Source: an optimization exercise on an open RTL-to-GDS flow (aim: small area). Production flows keep margins and buffers that such runs may drop.
Function was checked by simulation only, so behaviour that the tests miss may differ from the original.
Power and IR drop assume default switching activity.

<file path="flow/design.v">
module regfile_scoreboard #(
  parameter int REG_LEN      = 32,
  parameter int REG_ADDR_LEN = 5,
  parameter int CNT_W        = 2
) (
  input  logic                    clk,
  input  logic                    rst,
  input  logic [REG_LEN-1:0]      wb_rd_data,
  input  logic [REG_ADDR_LEN-1:0] wb_rd_addr,
  input  logic                    wb_rd_enable,
  input  logic                    id_rs1_read,
  input  logic [REG_ADDR_LEN-1:0] id_rs1_addr,
  input  logic                    id_rs2_read,
  input  logic [REG_ADDR_LEN-1:0] id_rs2_addr,
  input  logic                    issue_valid,
  input  logic [REG_ADDR_LEN-1:0] issue_rd_addr,
  output logic [REG_LEN-1:0]      rs1_data,
  output logic [REG_LEN-1:0]      rs2_data,
  output logic                    stall_req
);
  localparam int NUM_REGS = 1 << REG_ADDR_LEN;
  localparam logic [CNT_W-1:0] CNT_MAX = '1;
  logic [REG_LEN-1:0] r_regs [NUM_REGS];
  logic [CNT_W-1:0]   r_cnt  [NUM_REGS];
  logic [NUM_REGS-1:0] w_inc;
  logic [NUM_REGS-1:0] w_dec;
  logic                w_rs1_hazard;
  logic                w_rs2_hazard;
  logic                w_cap_hazard;
  logic                w_stall;
  genvar gi;
  generate
    for (gi = 0; gi < NUM_REGS; gi++) begin : g_decode
      if (gi == 0) begin : g_zero
        assign w_inc[gi] = 1'b0;
        assign w_dec[gi] = 1'b0;
      end else begin : g_reg
        assign w_inc[gi] = issue_valid && !w_stall &&
                           (issue_rd_addr == REG_ADDR_LEN'(gi));
        assign w_dec[gi] = wb_rd_enable && (r_cnt[gi] != '0) &&
                           (wb_rd_addr == REG_ADDR_LEN'(gi));
      end
    end
  endgenerate
  always_comb begin
    w_rs1_hazard = id_rs1_read && (id_rs1_addr != '0) &&
                   ((r_cnt[id_rs1_addr] - CNT_W'(w_dec[id_rs1_addr])) != '0);
    w_rs2_hazard = id_rs2_read && (id_rs2_addr != '0) &&
                   ((r_cnt[id_rs2_addr] - CNT_W'(w_dec[id_rs2_addr])) != '0);
    w_cap_hazard = issue_valid && (issue_rd_addr != '0) &&
                   (r_cnt[issue_rd_addr] == CNT_MAX) && !w_dec[issue_rd_addr];
    w_stall      = w_rs1_hazard || w_rs2_hazard || w_cap_hazard;
  end
  always_comb begin
    rs1_data = r_regs[id_rs1_addr];
    if (id_rs1_addr == '0)
      rs1_data = '0;
    else if (wb_rd_enable && (wb_rd_addr == id_rs1_addr))
      rs1_data = wb_rd_data;
    rs2_data = r_regs[id_rs2_addr];
    if (id_rs2_addr == '0)
      rs2_data = '0;
    else if (wb_rd_enable && (wb_rd_addr == id_rs2_addr))
      rs2_data = wb_rd_data;
    stall_req = w_stall;
  end
  always_ff @(posedge clk or negedge rst) begin
    if (!rst) begin
      for (int i = 0; i < NUM_REGS; i++) begin
        r_regs[i] <= '0;
        r_cnt[i]  <= '0;
      end
    end else begin
      if (wb_rd_enable && (wb_rd_addr != '0))
        r_regs[wb_rd_addr] <= wb_rd_data;
      for (int i = 1; i < NUM_REGS; i++) begin
        if (w_inc[i] && !w_dec[i])
          r_cnt[i] <= r_cnt[i] + 1'b1;
        else if (w_dec[i] && !w_inc[i])
          r_cnt[i] <= r_cnt[i] - 1'b1;
      end
    end
  end
endmodule
</file>
<file path="flow/run.sh">
#!/bin/bash
# synth_recipe.tcl (not shown) runs the flow's synth.tcl, then flattens the netlist and writes it again
# the make line also repeats each setting of config.mk as NAME=value (left out here)
make -C /OpenROAD-flow-scripts/flow DESIGN_CONFIG=/design/flow/config.mk WORK_HOME=/design/flow/orfs CLKGATE_MAP_FILE= SYNTH_SCRIPT=/design/flow/synth_recipe.tcl finish
</file>
<file path="flow/config.mk">
export PLATFORM = sky130hd
export DESIGN_NAME = regfile_scoreboard
export DESIGN_NICKNAME = regfile_scoreboard
export VERILOG_FILES = /design/flow/design.v
export SDC_FILE = /design/flow/constraint.sdc
export NUM_CORES = 4
export LEC_CHECK = 0
export CAP_MARGIN = 20
export CORE_MARGIN = 2
export CORE_UTILIZATION = 30
export SETUP_SLACK_MARGIN = 0.2
export SLEW_MARGIN = 20
</file>
<file path="flow/constraint.sdc">
create_clock -name core_clock -period 8.0 [get_ports {clk}]
set_input_delay 1.6000 -clock core_clock [delete_from_list [all_inputs] [get_ports {clk}]]
set_output_delay 1.6000 -clock core_clock [all_outputs]
set_load 0.01 [all_outputs]
</file>
==> results.cfg <==
[outcome]
status = finished clean

[cts]
cts_buffer_depth = 3
htree_levels = 3
clock-sinks = 1054
cts_hold_buffers = 0
post_cts_resized = 0
root_buffer = clkbuf_16
cts_tree = yes
insertion_delay_ps = 760
path_clk_slew_ps = 60
cts_buffers = 112
cts_setup_buffers = 0

[worst_setup_path]
critPathTopFamily = buffers and inverters
path_max_fanout = 14
crit_top_cell = clkdlybuf4s50_1
crit_type = primary input to output port
required_ps = 6400
critPathSlowestCell = clkdlybuf4s50_1
start_kind = primary input
worst_ep_arrival_time_ps = 5920
end_kind = output port
path_cells = clkdlybuf4s50_1, buf_4, nor2b_1, o21ai_0, mux4_2, nor4_1, o311ai_1, a31oi_2, nand4_1, clkdlybuf4s50_1
slowest_delay_ps = 780
crit_buf_inv = 3

[yosys]
synth_ff_type = dfrtp_1
ys_warn_count = 3
synth_seq_cells = 1054
netlist_instances = 4997
synth_area_um2 = 55820
synth_edf_count = 0
synth.avg_cell_area_um2 = 11.17
synth_area_leaders = dfrtp_1 (47%), mux2_2 (20%), a22oi_1 (11%)
yosysTopAreaCellShare_pct = 47.25
synth_largest_area_cell = dfrtp_1
synth_nets = 5086
yosysSeqAreaShare_pct = 47.25
ys_types = 81
synthArstFlopShare_pct = 100.0

[timing]
slew_violations = 0
hold_viol = 0
fin_tns_setup_ps = 0
setup_viol = 0
fmax_ghz = 0.1330
tightest_slew_ps = 1229
finalCritPeriodShare_pct = 94.00
clock_skew_ps = 41.34
max_slew_margin_pct = 17.85
rsz0062_at_grt = no
fin_crit_ps = 7520

[power_and_ir_drop]
pwr_density_cell_nw_per_um2 = 251.3
p_leak_uw = 0.02711
irDropWorstVdd_uv = 193.7
p_total_uw = 16410

[global_route]
grt_overflow = 0
grt_max_degree = 187
grt_pass1_vias = 49830
grt.total_usage_pct = 29.10
antenna_found_initial = 16
grt_pass1_wl_um = 397200

[place]
dp_hpwl_um = 171800
dpl_cell_area_um2 = 61440
place_inst = 7367
gp_congestion = 1.022
numPortBuffers = 122

[detailed_routing]
ant_nets = 0
routedWlPerCell_um = 37.80
drc_errors = 0
dr.pass1.iters = 12
wirelength_um = 286700
via_count = 51870
drt_iter0_markers = 11160
vias_per_cell = 6.839

[floorplanning]
die_w_um = 435.3
core_um2 = 185200
die_y_um = 435.3
io_pins = 123
die_area_um2 = 189500
start_util_pct = 30.13
num_rows = 158

[final_layout]
drive_gt1_share_pct = 31.70
fin_cells = 7584
fin_nets = 5093
syn2layout_area_growth_pct = 16.97
final_area_um2 = 65290

[flow_run]
maxCapViolations = 0

[hold_path]
hp-class = register to register
## final timing paths
| check | startpoint | endpoint | slack (ps) | cells past startpoint |
|---|---|---|---|---|
| setup / recovery | wb_rd_addr[1] | stall_req | 480 | 10 |
| hold / removal | r_regs[1][26] | r_regs[1][26] | 530 | 1 |
| setup reg to reg | r_cnt[26][0] | r_cnt[23][1] | 3770 | 13 |
| hold reg to reg | r_regs[1][26] | r_regs[1][26] | 530 | 1 |
| max in group asynchronous | rst | r_regs[5][11] | 5350 | 3 |
| min in group asynchronous | rst | r_regs[18][9] | 850 | 1 |
## flip-flops by register name, indices dropped and copies added (netlist names)
signal and count:
r_regs 992, r_cnt 62
## placed cells by master, fill, tap and decap left out, types with 104 or more instances in the layout
cell type	Yosys	layout
clkdlybuf4s50_1	0	109
clkbuf_16	0	112
nand4_1	148	148
dfrtp_1	1054	1054
nand2_1	223	213
nor2_1	233	162
buf_4	2	232
a21oi_1	104	104
a22oi_1	842	842
mux2_2	1000	1000
## layer usage
metal  global-route usage (%)  wire length [µm]
met1                    36.93            104500
met2                    40.21            114400
met3                    11.92             43340
met4                    19.43             24300
met5                   0.1008               136
## synth_stat cells, types with 17 or more instances
master / count
dfrtp_1: 1054
mux2_2: 1000
a22oi_1: 842
clkbuf_1: 376
nor2_1: 233
nand2_1: 223
nand4_1: 148
a21oi_1: 104
buf_1: 85
nor3_1: 83
nand3_1: 80
a222oi_1: 63
o21ai_0: 60
xor2_1: 58
xnor2_1: 43
buf_2: 41
o211ai_1: 39
nor4_1: 38
a221oi_1: 35
ha_1: 31
and4_1: 26
or3_1: 24
inv_1: 23
a211oi_1: 20
a22o_1: 17
nand3b_1: 17
## cell families (layout without fill, tap and decap cells)
group	count (synthesis)	after routing	synth area share [%]
AOI/OAI and AO/OA	1277	1277	16.96
other	0	7	0
DFF	1054	1054	47.25
muxes	1017	1017	20.64
adders and majority gates	31	31	0.6949
and+or+nand+nor	987	987	9.175
xor gates and xnor gates	101	101	1.585
buffers and inverters	530	630	3.696
## per-stage QoR
stage	util [%]	setup slack (ps)	hold WS, ps
finish	35.25	480.3	529.2
global route	35.24	336.6	540.6
CTS	35.23	270.8	526.6
detailed placement	33.17	274.7	512.7
global placement	33.15	218.1	505.1
floorplan	-	2563	490.1
## final cells by class
class,count,area (µm²)
fill,18240,119900
timing repair buffer,399,3819
clock inverter,56,620.6
sequential,1054,26380
multi-input combinational,3413,28060
tap,2480,3103
clock buffer,151,3199
antenna,7,17.52
inverter,24,90.09
## where the power goes
group	leakage (µW)	internal, µW	switching (µW)
registers	0.0134	6460	1600
clock network	0.00190	3100	2420
logic	0.0118	1400	1430
total	0.0271	11000	5450

[static timing again, ports no longer ideal]
In the flow no input, the clock included, has a driving cell. The finished layout below was timed again as built, in two steps. Step 1 (the two cells are an assumption about what drives the block):
set clk [get_ports {clk}]
set_driving_cell -lib_cell sky130_fd_sc_hd__clkbuf_16 $clk
set_driving_cell -lib_cell sky130_fd_sc_hd__buf_2 [delete_from_list [all_inputs] $clk]
Step 2 moves the port delays by t, midway between the first and last clock arrival at a register: inputs arrive t later, outputs are due t later. That takes back most of the time a late clock gives input paths. Three values: no drivers, after step 1, after step 2; two values: the first two.
t (ns): 0.825
setup slack, ns: 0.480 / 0.388 / 0.388
slew at the worst register clock pin (ns): 0.07 / 0.07
worst slew at a driven data input, ns: 0.12
pins driven straight from the clock port: 1
After both steps this run still meets setup and hold. The setup slack of this run moves by -0.092 ns with the drivers and by -0.092 ns with both steps.
